What follows belongs to an exercise in optimizing a design on an open flow for small area and a short achievable clock period; a production flow would make more cautious choices. In this exercise RTL edits were held to simulation tests only and were not proved equivalent to the original.

==> flow/design.v <==
package mdu_pkg;
    typedef enum logic [2:0] {
        OP_MULT  = 3'd0,
        OP_MULTU = 3'd1,
        OP_DIV   = 3'd2,
        OP_DIVU  = 3'd3,
        OP_MTHI  = 3'd4,
        OP_MTLO  = 3'd5,
        OP_NONE  = 3'd7
    } mdu_op_e;
    localparam int DEF_MULT_CYCLES = 5;
    localparam int DEF_DIV_CYCLES  = 10;
endpackage
module mdu_arith
#(
    parameter int LO   = 0,
    parameter int HI   = 35,
    parameter int MOFF = 0,
    parameter int DOFF = 3,
    parameter int TOP  = 35,    
    parameter int F    = 6,     
    parameter int BLK  = 7      
) (
    input  logic [HI:LO] x,
    input  logic [32:0]  m,
    input  logic         one,
    input  logic         two,
    input  logic         dv,
    input  logic         neg,
    output logic [HI:LO] s
);
    localparam int W  = HI - LO + 1;
    localparam int T  = HI - LO;                   
    localparam int NB = (T - F + BLK) / BLK;       
    logic [W-1:0] xv, yv, sv, gv, tv;
    logic [W:0]   c;
    logic [NB:0]  cb;                              
    function automatic logic mbit(input logic [32:0] v, input int i);
        if (i < 0)       mbit = 1'b0;
        else if (i > 32) mbit = v[32];
        else             mbit = v[i];
    endfunction
    assign xv = x;
    assign s  = sv;
    for (genvar f = LO; f <= HI; f++) begin : g_op
        assign yv[f-LO] = neg ^ ((one & mbit(m, f - MOFF)) | (two & mbit(m, f - MOFF - 1)) |
                                 (dv & mbit(m, f - DOFF)));
    end
    assign gv = xv & yv;
    assign tv = xv | yv;
    for (genvar b = 0; b < NB - 1; b++) begin : g_blk
        localparam int B0 = F + b * BLK;
        localparam int B1 = B0 + BLK - 1;
        logic gb, pb;
        always_comb begin
            gb = 1'b0;
            pb = 1'b1;
            for (int i = B0; i <= B1; i++) begin
                gb = gv[i] | (tv[i] & gb);
                pb = pb & tv[i];
            end
        end
        assign cb[b+1] = gb | (pb & cb[b]);
    end
    assign c[0] = neg;
    if (F == 0) begin : g_f0
        assign cb[0] = neg;
    end
    for (genvar i = 0; i < W; i++) begin : g_fa
        assign sv[i] = xv[i] ^ (yv[i] ^ c[i]);
        if (i + 1 >= F && i + 1 < F + NB * BLK && i + 1 <= T && ((i + 1 - F) % BLK) == 0) begin : g_cb
            if (i + 1 == F) begin : g_first
                assign cb[0] = (xv[i] & yv[i]) | (xv[i] & c[i]) | (yv[i] & c[i]);
            end
            assign c[i+1] = cb[(i + 1 - F) / BLK];
        end else begin : g_c
            assign c[i+1] = (xv[i] & yv[i]) | (xv[i] & c[i]) | (yv[i] & c[i]);
        end
    end
endmodule
module mdu_ctrl
(
    input  logic        clk,
    input  logic        reset,
    input  logic        start,
    input  logic [2:0]  op,
    input  logic        we,
    input  logic [31:0] in1,
    input  logic [31:0] in2,
    output logic        busy,
    output logic [31:0] hi,
    output logic [31:0] lo
);
    logic        busy_q;      
    logic        idle_q;      
    logic [3:0]  cnt_q;
    logic [31:0] hi_q, lo_q;
    logic        mul_q;       
    logic        sgn_q;       
    logic        sa_q;        
    logic        bp_q;        
    logic [31:0] a_q;         
    logic [36:0] x_q;         
    logic [31:0] d_q;         
    localparam int BLK = 11;
    localparam int F1  = 2;
    localparam int F2  = 10;
    localparam int F3  = 10;
    localparam int F4  = 10;
    logic [32:0] m;
    logic        sb;
    logic        first, last;
    logic [35:0] x1, s1;      
    logic [36:2] x2, s2;      
    logic [38:1] x3, s3;      
    logic [40:0] x4, s4;      
    logic        one1, one2, one3, one4;
    logic        two1, two2, two3, two4;
    logic        dv1, dv2, dv3, dv4;
    logic        neg1, neg2, neg3, neg4;
    logic        g1, g2, g3, g4;    
    logic        accept;
    logic        commit;
    logic        wr_hi, wr_lo;
    logic        div0;
    logic        nq, nr;
    logic [31:0] a_neg;
    logic [31:0] r_fix;
    logic [31:0] r_res;
    assign m     = {sgn_q & d_q[31], d_q};
    assign sb    = sgn_q & d_q[31];
    assign first = (cnt_q == 4'd0);
    assign last  = mul_q ? (cnt_q == 4'd4) : (cnt_q == 4'd9);
    function automatic logic [2:0] booth(input logic b2, input logic b1, input logic b0);
        booth = {b1 ^ b0, (b2 & ~b1 & ~b0) | (~b2 & b1 & b0), b2 & ~(b1 & b0)};
    endfunction
    assign x1 = {x_q[35:4], mul_q ? x_q[3:0] : a_q[31:28]};
    assign x2 = {s1[35], s1[35:2]};
    assign x3 = {{2{s2[36]}}, s2[36:2], s1[1]};
    assign x4 = {{2{s3[38]}}, s3[38:1], s1[0]};
    assign g1 = ~s1[35];
    assign g2 = ~s2[34];
    assign g3 = ~s3[33];
    assign g4 = ~s4[32];
    always_comb begin
        {one1, two1, dv1, neg1} = 4'b0000;
        {one2, two2, dv2, neg2} = 4'b0000;
        {one3, two3, dv3, neg3} = 4'b0000;
        {one4, two4, dv4, neg4} = 4'b0000;
        if (mul_q) begin
            if (last) begin
                one1 = ~sgn_q & bp_q;
            end else begin
                {one1, two1, neg1} = booth(a_q[1], a_q[0], bp_q);
                {one2, two2, neg2} = booth(a_q[3], a_q[2], a_q[1]);
                {one3, two3, neg3} = booth(a_q[5], a_q[4], a_q[3]);
                {one4, two4, neg4} = booth(a_q[7], a_q[6], a_q[5]);
            end
        end else begin
            if (last) begin
                one3 = x_q[36];
                neg3 = sb;
            end else begin
                dv1 = 1'b1; neg1 = ~x_q[36] ^ sb;
                dv2 = 1'b1; neg2 = g1 ^ sb;
                dv3 = 1'b1; neg3 = g2 ^ sb;
                dv4 = 1'b1; neg4 = g3 ^ sb;
            end
        end
    end
    mdu_arith #(.LO(0), .HI(35), .MOFF(0), .DOFF(3), .TOP(35), .F(F1), .BLK(BLK)) u_s1 (.x(x1), .m(m), .one(one1), .two(two1), .dv(dv1), .neg(neg1), .s(s1));
    mdu_arith #(.LO(2), .HI(36), .MOFF(2), .DOFF(2), .TOP(34), .F(F2), .BLK(BLK)) u_s2 (.x(x2), .m(m), .one(one2), .two(two2), .dv(dv2), .neg(neg2), .s(s2));
    mdu_arith #(.LO(1), .HI(38), .MOFF(4), .DOFF(1), .TOP(33), .F(F3), .BLK(BLK)) u_s3 (.x(x3), .m(m), .one(one3), .two(two3), .dv(dv3), .neg(neg3), .s(s3));
    mdu_arith #(.LO(0), .HI(40), .MOFF(6), .DOFF(0), .TOP(32), .F(F4), .BLK(BLK)) u_s4 (.x(x4), .m(m), .one(one4), .two(two4), .dv(dv4), .neg(neg4), .s(s4));
    function automatic logic [31:0] cneg(input logic [31:0] v, input logic n);
        logic t;
        t = 1'b0;
        for (int i = 0; i < 32; i++) begin
            cneg[i] = v[i] ^ t;
            t = t | (n & v[i]);
        end
    endfunction
    assign nq    = first ? (sgn_q & a_q[31]) : (!mul_q && (sa_q ^ sb));
    assign a_neg = cneg(a_q, nq);
    assign nr    = !mul_q && sa_q;
    assign r_fix = cneg(s3[35:4], nr);
    assign r_res = mul_q ? {s3[31:1], s1[0]} : r_fix;
    mdu_wdec u_wdec (
        .idle  (idle_q),
        .start (start),
        .op    (op),
        .we    (we),
        .wr_hi (wr_hi),
        .wr_lo (wr_lo)
    );
    assign accept = idle_q && start && (op[2] == 1'b0);
    assign div0   = !mul_q && (d_q == 32'd0);
    assign commit = !idle_q && last && !div0;
    always_ff @(posedge clk or posedge reset) begin
        if (reset) begin
            busy_q <= 1'b0;
            idle_q <= 1'b1;
            cnt_q  <= 4'd0;
            hi_q   <= 32'd0;
            lo_q   <= 32'd0;
        end else begin
            if (!idle_q) begin
                busy_q <= !last;
                idle_q <= last;
                cnt_q  <= cnt_q + 4'd1;
            end else begin
                busy_q <= accept;
                idle_q <= !accept;
                cnt_q  <= 4'd0;
            end
            if (commit) begin
                hi_q <= r_res;
                lo_q <= a_neg;
            end else begin
                if (wr_hi) hi_q <= in1;
                if (wr_lo) lo_q <= in1;
            end
        end
    end
    always_ff @(posedge clk) begin
        if (idle_q) begin
            mul_q <= !op[1];
            sgn_q <= !op[0];
            bp_q  <= 1'b0;
            a_q   <= in1;
            x_q   <= 37'd0;
            d_q   <= in2;
        end else if (mul_q) begin
            bp_q <= a_q[7];
            a_q  <= {s4[7:0], a_q[31:8]};
            x_q  <= {{4{s4[40]}}, s4[40:8]};
        end else if (first) begin
            sa_q <= sgn_q & a_q[31];
            a_q  <= a_neg;
        end else begin
            a_q  <= {a_q[27:0], g1, g2, g3, g4};
            x_q  <= {s4[32:0], 4'd0};
        end
    end
    assign busy = busy_q;
    assign hi   = hi_q;
    assign lo   = lo_q;
endmodule
module mdu_wdec
(
    input  logic       idle,
    input  logic       start,
    input  logic [2:0] op,
    input  logic       we,
    output logic       wr_hi,
    output logic       wr_lo
);
    assign wr_hi = idle && !start && we && (op == mdu_pkg::OP_MTHI);
    assign wr_lo = idle && !start && we && (op == mdu_pkg::OP_MTLO);
endmodule
Settings: LEC_CHECK=0, ABC_AREA=1, CAP_MARGIN=20, CORE_MARGIN=2, CORE_UTILIZATION=40, SLEW_MARGIN=30; clock period 150.0 ns.
standard.sh (not shown) runs the stock make flow with config.mk's settings and CLKGATE_MAP_FILE= SYNTH_SCRIPT=/design/flow/synth_recipe.tcl, a recipe that flattens the netlist after the stock synthesis.
==> flow/flow/run.sh <==
#!/bin/bash
# Standard layout with two changes: the port buffers use the smallest plain
# buffer, and ABC's area script maps with &nf and leaves buffering to the
# placer; the MTHI/MTLO write decode is mapped on its own; CTS adds no dummy loads. The ORFS scripts folder is mirrored with links, and only
# abc_area.script is replaced.
set -e
mkdir -p scripts
for f in "$FLOW_HOME"/scripts/*; do ln -sf "$f" scripts/; done
rm -f scripts/abc_area.script
cp flow/abc_area.script scripts/abc_area.script
export BUFFER_PORTS_ARGS="-buffer_cell sky130_fd_sc_hd__buf_1"
bash standard.sh SCRIPTS_DIR="$PWD/scripts" SYNTH_KEEP_MODULES=mdu_wdec CTS_ARGS="-sink_clustering_enable -repair_clock_nets -dont_use_dummy_load" finish > standard.log 2>&1
==> flow/flow/abc_area.script <==
strash
&get -n
&dch
&nf -R 20
&put
topo
stime -c
upsize -c
dnsize -c
Next try:
--- a/flow/design.v
+++ b/flow/design.v
@@ -119,11 +119,11 @@
     logic        dv1, dv2, dv3, dv4;
     logic        neg1, neg2, neg3, neg4;
     logic        g1, g2, g3, g4;    
     logic        accept;
     logic        commit;
-    logic        wr_hi, wr_lo;
+    logic [2:0]  hsel, lsel;      
     logic        div0;
     logic        nq, nr;
     logic [31:0] a_neg;
     logic [31:0] r_fix;
     logic [31:0] r_res;
@@ -184,45 +184,41 @@
     assign a_neg = cneg(a_q, nq);
     assign nr    = !mul_q && sa_q;
     assign r_fix = cneg(s3[35:4], nr);
     assign r_res = mul_q ? {s3[31:1], s1[0]} : r_fix;
     mdu_wdec u_wdec (
-        .idle  (idle_q),
-        .start (start),
-        .op    (op),
-        .we    (we),
-        .wr_hi (wr_hi),
-        .wr_lo (wr_lo)
+        .idle   (idle_q),
+        .commit (commit),
+        .start  (start),
+        .op     (op),
+        .we     (we),
+        .hsel   (hsel),
+        .lsel   (lsel)
     );
     assign accept = idle_q && start && (op[2] == 1'b0);
     assign div0   = !mul_q && (d_q == 32'd0);
     assign commit = !idle_q && last && !div0;
     always_ff @(posedge clk or posedge reset) begin
         if (reset) begin
             busy_q <= 1'b0;
             idle_q <= 1'b1;
-            cnt_q  <= 4'd0;
             hi_q   <= 32'd0;
             lo_q   <= 32'd0;
         end else begin
             if (!idle_q) begin
                 busy_q <= !last;
                 idle_q <= last;
-                cnt_q  <= cnt_q + 4'd1;
             end else begin
                 busy_q <= accept;
                 idle_q <= !accept;
-                cnt_q  <= 4'd0;
-            end
-            if (commit) begin
-                hi_q <= r_res;
-                lo_q <= a_neg;
-            end else begin
-                if (wr_hi) hi_q <= in1;
-                if (wr_lo) lo_q <= in1;
-            end
-        end
+            end
+            hi_q <= ({32{hsel[2]}} & in1) | ({32{hsel[1]}} & r_res) | ({32{hsel[0]}} & hi_q);
+            lo_q <= ({32{lsel[2]}} & in1) | ({32{lsel[1]}} & a_neg) | ({32{lsel[0]}} & lo_q);
+        end
+    end
+    always_ff @(posedge clk) begin
+        cnt_q <= idle_q ? 4'd0 : cnt_q + 4'd1;
     end
     always_ff @(posedge clk) begin
         if (idle_q) begin
             mul_q <= !op[1];
             sgn_q <= !op[0];
@@ -247,14 +243,18 @@
     assign lo   = lo_q;
 endmodule
 module mdu_wdec
 (
     input  logic       idle,
+    input  logic       commit,
     input  logic       start,
     input  logic [2:0] op,
     input  logic       we,
-    output logic       wr_hi,
-    output logic       wr_lo
+    output logic [2:0] hsel,
+    output logic [2:0] lsel
 );
+    logic wr_hi, wr_lo;
     assign wr_hi = idle && !start && we && (op == mdu_pkg::OP_MTHI);
     assign wr_lo = idle && !start && we && (op == mdu_pkg::OP_MTLO);
+    assign hsel = {wr_hi, commit, !wr_hi && !commit};
+    assign lsel = {wr_lo, commit, !wr_lo && !commit};
 endmodule
Global-route usage fell by 0.30 points.
Routed wire length fell by about 2%.
Flip-flop and latch count does not change.
Setup slack degrades by 0.017 ns.
Synthesized area is lower by about 1%.
Critical path depth went down by 7.
Cell area shrinks by about 1%.
Worst hold slack improved by 0.0072 ns.

port drivers added, routing unchanged:
The results above use ideal ports. As a check the final layouts listed here were re-extracted and re-timed, cells and wires unchanged. Step 1, drivers: a clkbuf_16 drives clk and a buf_2 each remaining input, both assumed. Step 2 times the ports against the registers' clock, not the clock port: input delays grow and output delays shrink by t, the midpoint of the rising clock arrivals with the driver on. a / b / c = ideal / step 1 / step 2; a / b = the first two.
run	t (ns)	setup WS [ns]	worst hold slack (ns)	clock arrival spread, ns	pins driven straight from the clock port
the first run	0.504	118.949 / 118.918 / 118.482	0.453 / 0.453 / 0.453	0.014 / 0.013	1
the second run	0.494	118.932 / 118.876 / 118.549	0.460 / 0.460 / 0.460	0.037 / 0.037	1
After both steps setup and hold are still met in every run listed. The setup slack of the first run, which loses most, moves by -0.031 ns with the drivers and by -0.467 ns with both steps.
